Source: an optimization exercise on an open RTL-to-GDS flow (aim: small area). Production flows keep margins and buffers that such runs may drop. The RTL was checked by simulation tests, not by an equivalence proof against the original design. No driver is modelled on the clock port, so clocking that relies on it looks cheaper here than on a real chip. Power is estimated from default activity; no workload was simulated.

## v6
==> flow/design.v <==
module reg_file #(
  parameter int DATA_WIDTH = 32,
  parameter int ADDR_WIDTH = 5
) (
  input  logic                  clock,
  input  logic                  reset,
  input  logic                  regwrite,
  input  logic [ADDR_WIDTH-1:0] rr1,
  input  logic [ADDR_WIDTH-1:0] rr2,
  input  logic [ADDR_WIDTH-1:0] wr,
  input  logic [DATA_WIDTH-1:0] write_data,
  output logic [DATA_WIDTH-1:0] rdata1,
  output logic [DATA_WIDTH-1:0] rdata2
);
  localparam int NUM_REGS = 2 ** ADDR_WIDTH;
  logic [NUM_REGS-1:1][DATA_WIDTH-1:0] r_regs_n;
  logic [NUM_REGS-1:1]                 w_we;
  logic [NUM_REGS-1:1]                 w_sel1;
  logic [NUM_REGS-1:1]                 w_sel2;
  logic                                w_nz1;
  logic                                w_nz2;
  logic [DATA_WIDTH-1:0]               w_wdata_n;
  logic                                w_reset_n;
  reg_file_inv u_reset_n (.a(reset), .y(w_reset_n));
  for (genvar b = 0; b < DATA_WIDTH; b++) begin : g_wdata
    reg_file_nand2 u_wd (.a(write_data[b]), .b(w_reset_n), .y(w_wdata_n[b]));
  end
  reg_file_wdec u_wdec (.reset(reset), .regwrite(regwrite), .a(wr), .we(w_we));
  reg_file_rdec u_rdec1 (.a(rr1), .sel(w_sel1), .nz(w_nz1));
  reg_file_rdec u_rdec2 (.a(rr2), .sel(w_sel2), .nz(w_nz2));
  always_ff @(posedge clock) begin
    for (int i = 1; i < NUM_REGS; i++) begin
      if (w_we[i]) r_regs_n[i] <= w_wdata_n;
    end
  end
  for (genvar b = 0; b < DATA_WIDTH; b++) begin : g_bit
    logic [NUM_REGS-1:1] w_col_n;
    for (genvar i = 1; i < NUM_REGS; i++) begin : g_col
      assign w_col_n[i] = r_regs_n[i][b];
    end
    reg_file_rd_bit u_rd1 (.sel(w_sel1), .nz(w_nz1), .q_n(w_col_n), .y(rdata1[b]));
    reg_file_rd_bit u_rd2 (.sel(w_sel2), .nz(w_nz2), .q_n(w_col_n), .y(rdata2[b]));
  end
endmodule
module reg_file_wdec (
  input  logic        reset,
  input  logic        regwrite,
  input  logic [4:0]  a,
  output logic [31:1] we
);
  logic [3:0] w_lo_n;   
  logic [7:0] w_hi_n;   
  logic       w_reset_n;
  always_comb begin
    for (int j = 0; j < 4; j++) w_lo_n[j] = ~(regwrite & (a[1:0] == 2'(j)));
    for (int k = 0; k < 8; k++) w_hi_n[k] = ~(a[4:2] == 3'(k));
  end
  assign w_reset_n = ~reset;
  for (genvar i = 1; i < 32; i++) begin : g_we
    reg_file_oai21 u_we (.a1(w_lo_n[i % 4]), .a2(w_hi_n[i / 4]), .b1(w_reset_n), .y(we[i]));
  end
endmodule
module reg_file_rdec (
  input  logic [4:0]  a,
  output logic [31:1] sel,
  output logic        nz
);
  logic [3:0] w_lo_n;   
  logic [7:0] w_hi_n;   
  always_comb begin
    for (int j = 0; j < 4; j++) w_lo_n[j] = ~(a[1:0] == 2'(j));
    for (int k = 0; k < 8; k++) w_hi_n[k] = ~(a[4:2] == 3'(k));
  end
  assign nz = |a;
  for (genvar i = 1; i < 32; i++) begin : g_sel
    reg_file_nor2 u_sel (.a(w_lo_n[i % 4]), .b(w_hi_n[i / 4]), .y(sel[i]));
  end
endmodule
module reg_file_rd_bit (
  input  logic [31:1] sel,
  input  logic        nz,
  input  logic [31:1] q_n,
  output logic        y
);
  logic [10:0] w_g;   
  for (genvar k = 0; k < 10; k++) begin : g_grp
    reg_file_aoi222 u_aoi (
      .s0(sel[3*k+1]), .d0(q_n[3*k+1]),
      .s1(sel[3*k+2]), .d1(q_n[3*k+2]),
      .s2(sel[3*k+3]), .d2(q_n[3*k+3]),
      .y(w_g[k])
    );
  end
  reg_file_nand2 u_g10 (.a(sel[31]), .b(q_n[31]), .y(w_g[10]));
  logic [2:0] w_t;   
  reg_file_nand4 u_t0 (.a(w_g[0]), .b(w_g[1]), .c(w_g[2]), .d(w_g[3]), .y(w_t[0]));
  reg_file_nand4 u_t1 (.a(w_g[4]), .b(w_g[5]), .c(w_g[6]), .d(w_g[7]), .y(w_t[1]));
  reg_file_nand4 u_t2 (.a(w_g[8]), .b(w_g[9]), .c(w_g[10]), .d(nz), .y(w_t[2]));
  reg_file_nor3 u_y (.a(w_t[0]), .b(w_t[1]), .c(w_t[2]), .y(y));
endmodule
module reg_file_aoi222 (
  input  logic s0, d0, s1, d1, s2, d2,
  output logic y
);
  assign y = ~((s0 & d0) | (s1 & d1) | (s2 & d2));
endmodule
module reg_file_oai21 (
  input  logic a1, a2, b1,
  output logic y
);
  assign y = ~((a1 | a2) & b1);
endmodule
module reg_file_nor2 (
  input  logic a, b,
  output logic y
);
  assign y = ~(a | b);
endmodule
module reg_file_nand2 (
  input  logic a, b,
  output logic y
);
  assign y = ~(a & b);
endmodule
module reg_file_nand4 (
  input  logic a, b, c, d,
  output logic y
);
  assign y = ~(a & b & c & d);
endmodule
module reg_file_nor3 (
  input  logic a, b, c,
  output logic y
);
  assign y = ~(a | b | c);
endmodule
module reg_file_inv (
  input  logic a,
  output logic y
);
  assign y = ~a;
endmodule
export LEC_CHECK = 0
export CAP_MARGIN = 20
export CORE_MARGIN = 2
export CORE_UTILIZATION = 30
export SLEW_MARGIN = 20
export SYNTH_HIERARCHICAL = 1
create_clock -name core_clock -period 8.0 [get_ports {clock}]
standard.sh (not shown) runs the stock make flow with config.mk's settings and CLKGATE_MAP_FILE= SYNTH_SCRIPT=/design/flow/synth_recipe.tcl, a recipe that flattens the netlist after the stock synthesis.
==> flow/flow/run.sh <==
#!/bin/bash
# Standard ORFS layout with a leaner clock tree, minimum-size port buffers and a
# greedy downsizing pass after clock tree synthesis (flow/post_cts.tcl).
set -euo pipefail
export CTS_ARGS="-sink_clustering_enable -repair_clock_nets -dont_use_dummy_load -sink_buffer_max_cap_derate 1.0 -buf_list sky130_fd_sc_hd__clkbuf_16 -sink_clustering_size 30 -sink_clustering_max_diameter 60"
export BUFFER_PORTS_ARGS="-buffer_cell sky130_fd_sc_hd__buf_1"
export POST_CTS_TCL="$PWD/flow/post_cts.tcl"
bash standard.sh > standard.log 2>&1
==> flow/flow/downsize.tcl <==
# Greedy area recovery: give each logic cell the smallest drive strength of its own
# family that keeps every pin's slew and load within 80% of the library limits and
# leaves setup and hold slack above a margin. Flip-flops and clock buffers are left alone.
# Margins: 20% below the slew and load limits, or the design's own worst margin if
# that is already smaller (set by ds_init).
set ::ds_slew_thr 0.2
set ::ds_cap_thr 0.2
proc ds_init {} {
  estimate_parasitics -placement
  set ::ds_slew_thr [expr {min(0.2, [sta::max_slew_check_slack_limit])}]
  set ::ds_cap_thr [expr {min(0.2, [sta::max_capacitance_check_slack_limit])}]
  puts "downsize: slew margin $::ds_slew_thr, load margin $::ds_cap_thr"
}
proc ds_ok {} {
  estimate_parasitics -placement
  if {[sta::max_slew_check_slack_limit] < $::ds_slew_thr} { return 0 }
  if {[sta::max_capacitance_check_slack_limit] < $::ds_cap_thr} { return 0 }
  if {[sta::worst_slack_cmd max] < 0.5e-9} { return 0 }
  if {[sta::worst_slack_cmd min] < 0.2e-9} { return 0 }
  return 1
}
proc ds_run {} {
  set lib_cells {}
  foreach lc [get_lib_cells */*] { dict set lib_cells [get_name $lc] [get_property $lc area] }
  set saved 0.0
  set n 0
  ds_init
  if {![ds_ok]} { puts "downsize: design does not meet the timing margins to start with; skipped"; return }
  foreach inst [get_cells *] {
    set ref [get_property $inst ref_name]
    if {![regexp {^(sky130_fd_sc_hd__(buf|inv|nor|nand|and|or|a|o|x|mux|clkinv)\w*)_(\d+)$} $ref -> fam]} { continue }
    if {[regexp {dfxtp|edfxtp|tap|fill|decap|clkbuf|clkdly|conb|diode} $ref]} { continue }
    set cur [dict get $lib_cells $ref]
    set cands {}
    dict for {name area} $lib_cells {
      if {[regexp "^${fam}_(\\d+)\$" $name] && $area < $cur} { lappend cands [list $name $area] }
    }
    set cands [lsort -real -index 1 $cands]
    set iname [get_full_name $inst]
    foreach c $cands {
      replace_cell $iname [lindex $c 0]
      if {[ds_ok]} {
        set saved [expr {$saved + $cur - [lindex $c 1]}]
        incr n
        break
      }
      replace_cell $iname $ref
    }
  }
  puts [format "downsize: %d cells resized, %.1f um2 saved" $n $saved]
}

# Clock buffers: smallest clkbuf whose sinks all keep a slew below ds_clk_slew_limit (ns),
# with the timing margins above still met.
set ::ds_clk_slew_limit 0.105
proc ds_clk_sinks_ok {iname} {

  set net [get_nets -of_objects [get_pins $iname/X]]
  foreach p [get_pins -of_objects $net] {
    if {[get_property $p direction] != "input"} { continue }
    if {[get_property $p slew_max] > $::ds_clk_slew_limit} { return 0 }
  }
  return 1
}
proc ds_clk_run {} {
  set lib_cells {}
  foreach lc [get_lib_cells */sky130_fd_sc_hd__clkbuf_*] { dict set lib_cells [get_name $lc] [get_property $lc area] }
  set saved 0.0
  set n 0
  foreach inst [get_cells *] {
    set ref [get_property $inst ref_name]
    if {![regexp {^sky130_fd_sc_hd__clkbuf_\d+$} $ref]} { continue }
    set iname [get_full_name $inst]
    if {![ds_clk_sinks_ok $iname]} { continue }
    set cur [dict get $lib_cells $ref]
    set cands {}
    dict for {name area} $lib_cells { if {$area < $cur} { lappend cands [list $name $area] } }
    set cands [lsort -real -index 1 $cands]
    foreach c $cands {
      replace_cell $iname [lindex $c 0]
      if {[ds_clk_sinks_ok $iname] && [ds_ok]} {
        set saved [expr {$saved + $cur - [lindex $c 1]}]
        incr n
        break
      }
      replace_cell $iname $ref
    }
  }
  puts [format "downsize: %d clock buffers resized, %.1f um2 saved" $n $saved]
}
==> flow/flow/post_cts.tcl <==
# Sourced by ORFS at the end of clock tree synthesis (POST_CTS_TCL): area recovery on
# placement parasitics. Global routing then repairs slew and load on its own parasitics.
source [file join [file dirname [info script]] downsize.tcl]
ds_run
ds_clk_run
estimate_parasitics -placement
puts "after area recovery: slew slack [sta::max_slew_check_slack_limit] load slack [sta::max_capacitance_check_slack_limit] setup [sta::worst_slack_cmd max] hold [sta::worst_slack_cmd min]"
report_design_area
v6: PASS, flow complete, no timing, DRC or antenna violations
Changes in v7 relative to v6:
==> flow/flow/run.sh <==
#!/bin/bash
# Standard ORFS layout with a leaner clock tree, minimum-size port buffers and a
# greedy downsizing pass after clock tree synthesis (flow/post_cts.tcl).
set -euo pipefail
export CTS_ARGS="-sink_clustering_enable -repair_clock_nets -dont_use_dummy_load -sink_buffer_max_cap_derate 1.0 -buf_list sky130_fd_sc_hd__clkbuf_8 -sink_clustering_size 24 -sink_clustering_max_diameter 45"
export BUFFER_PORTS_ARGS="-buffer_cell sky130_fd_sc_hd__buf_1"
export POST_CTS_TCL="$PWD/flow/post_cts.tcl"
bash standard.sh > standard.log 2>&1
diff --git a/flow/flow/downsize.tcl b/flow/flow/downsize.tcl
--- a/flow/flow/downsize.tcl
+++ b/flow/flow/downsize.tcl
@@ -1,5 +1,6 @@
 # Greedy area recovery: give each logic cell the smallest drive strength of its own
 # family that keeps every pin's slew and load within 80% of the library limits and
-# leaves setup and hold slack above a margin. Flip-flops and clock buffers are left alone.
+# leaves setup and hold slack above a margin. Flip-flops and clock buffers are left to
+# the clock passes below.
 # Margins: 20% below the slew and load limits, or the design's own worst margin if
 # that is already smaller (set by ds_init).
@@ -16,5 +17,5 @@
   if {[sta::max_slew_check_slack_limit] < $::ds_slew_thr} { return 0 }
   if {[sta::max_capacitance_check_slack_limit] < $::ds_cap_thr} { return 0 }
-  if {[sta::worst_slack_cmd max] < 0.5e-9} { return 0 }
+  if {[sta::worst_slack_cmd max] < 1.0e-9} { return 0 }
   if {[sta::worst_slack_cmd min] < 0.2e-9} { return 0 }
   return 1
@@ -89,2 +90,24 @@
   puts [format "downsize: %d clock buffers resized, %.1f um2 saved" $n $saved]
 }
+
+# Clock buffers whose sinks see a slew above ds_clk_slew_limit get the next larger clkbuf.
+proc ds_clk_fix {} {
+  set sizes {}
+  foreach lc [get_lib_cells */sky130_fd_sc_hd__clkbuf_*] { lappend sizes [list [get_name $lc] [get_property $lc area]] }
+  set sizes [lsort -real -index 1 $sizes]
+  set n 0
+  foreach inst [get_cells *] {
+    set ref [get_property $inst ref_name]
+    if {![regexp {^sky130_fd_sc_hd__clkbuf_\d+$} $ref]} { continue }
+    set iname [get_full_name $inst]
+    set cur [get_property [get_lib_cells */$ref] area]
+    foreach c $sizes {
+      if {[ds_clk_sinks_ok $iname]} { break }
+      if {[lindex $c 1] <= $cur} { continue }
+      replace_cell $iname [lindex $c 0]
+      estimate_parasitics -placement
+      incr n
+    }
+  }
+  puts "downsize: $n clock buffer upsizes for sink slew"
+}
diff --git a/flow/flow/post_cts.tcl b/flow/flow/post_cts.tcl
--- a/flow/flow/post_cts.tcl
+++ b/flow/flow/post_cts.tcl
@@ -3,4 +3,5 @@
 source [file join [file dirname [info script]] downsize.tcl]
 ds_run
+ds_clk_fix
 ds_clk_run
 estimate_parasitics -placement
## What came out
- Between v6 and v7, clock power share is lower for v7, v6 comes in above that.
- Wire length, v7 vs v6: up slightly
- For the maximum clock frequency, v7 came in 0.0088 GHz higher than v6 did.
- Row met3 wire length: v7 higher / v6 lower
- Per the comparison of v7 with v6, reported leakage power about even; setup slack rose 0.49 ns; non-clock buffer area fraction after layout about even.
- v7 ends up with a total power that is about 1.4% lower than in v6.
- Number of search-and-repair iterations in the first detailed-routing pass (higher): v6
- NOTE number of global-route vias before repair v6->v7 increased slightly

## separate check: timing with driven ports
No port has a modelled driver above. Below, the same layouts with a new extraction and two added sets of constraints.
Step 1 assumes that a clkbuf_16 drives the clock port and a buf_2 every other input.
Step 2 adds t to the input delays and takes it off the output delays; t is the mean of the earliest and latest rising clock arrival at the registers after step 1. Input paths then give back, and output paths get back, about the clock's delay inside the block.
a / b / c = ideal ports / drivers / drivers and shift; a / b = the first two.
run	t, ns	slack for setup (ns)	worst hold slack (ns)	worst slew at a driven data input, ns
v6	0.640	0.267 / 0.242 / 0.242	1.570 / 1.555 / 2.195	0.13
v7	0.684	0.759 / 0.734 / 0.734	1.512 / 1.497 / 2.182	0.12
After both steps setup and hold are still met in every run listed.
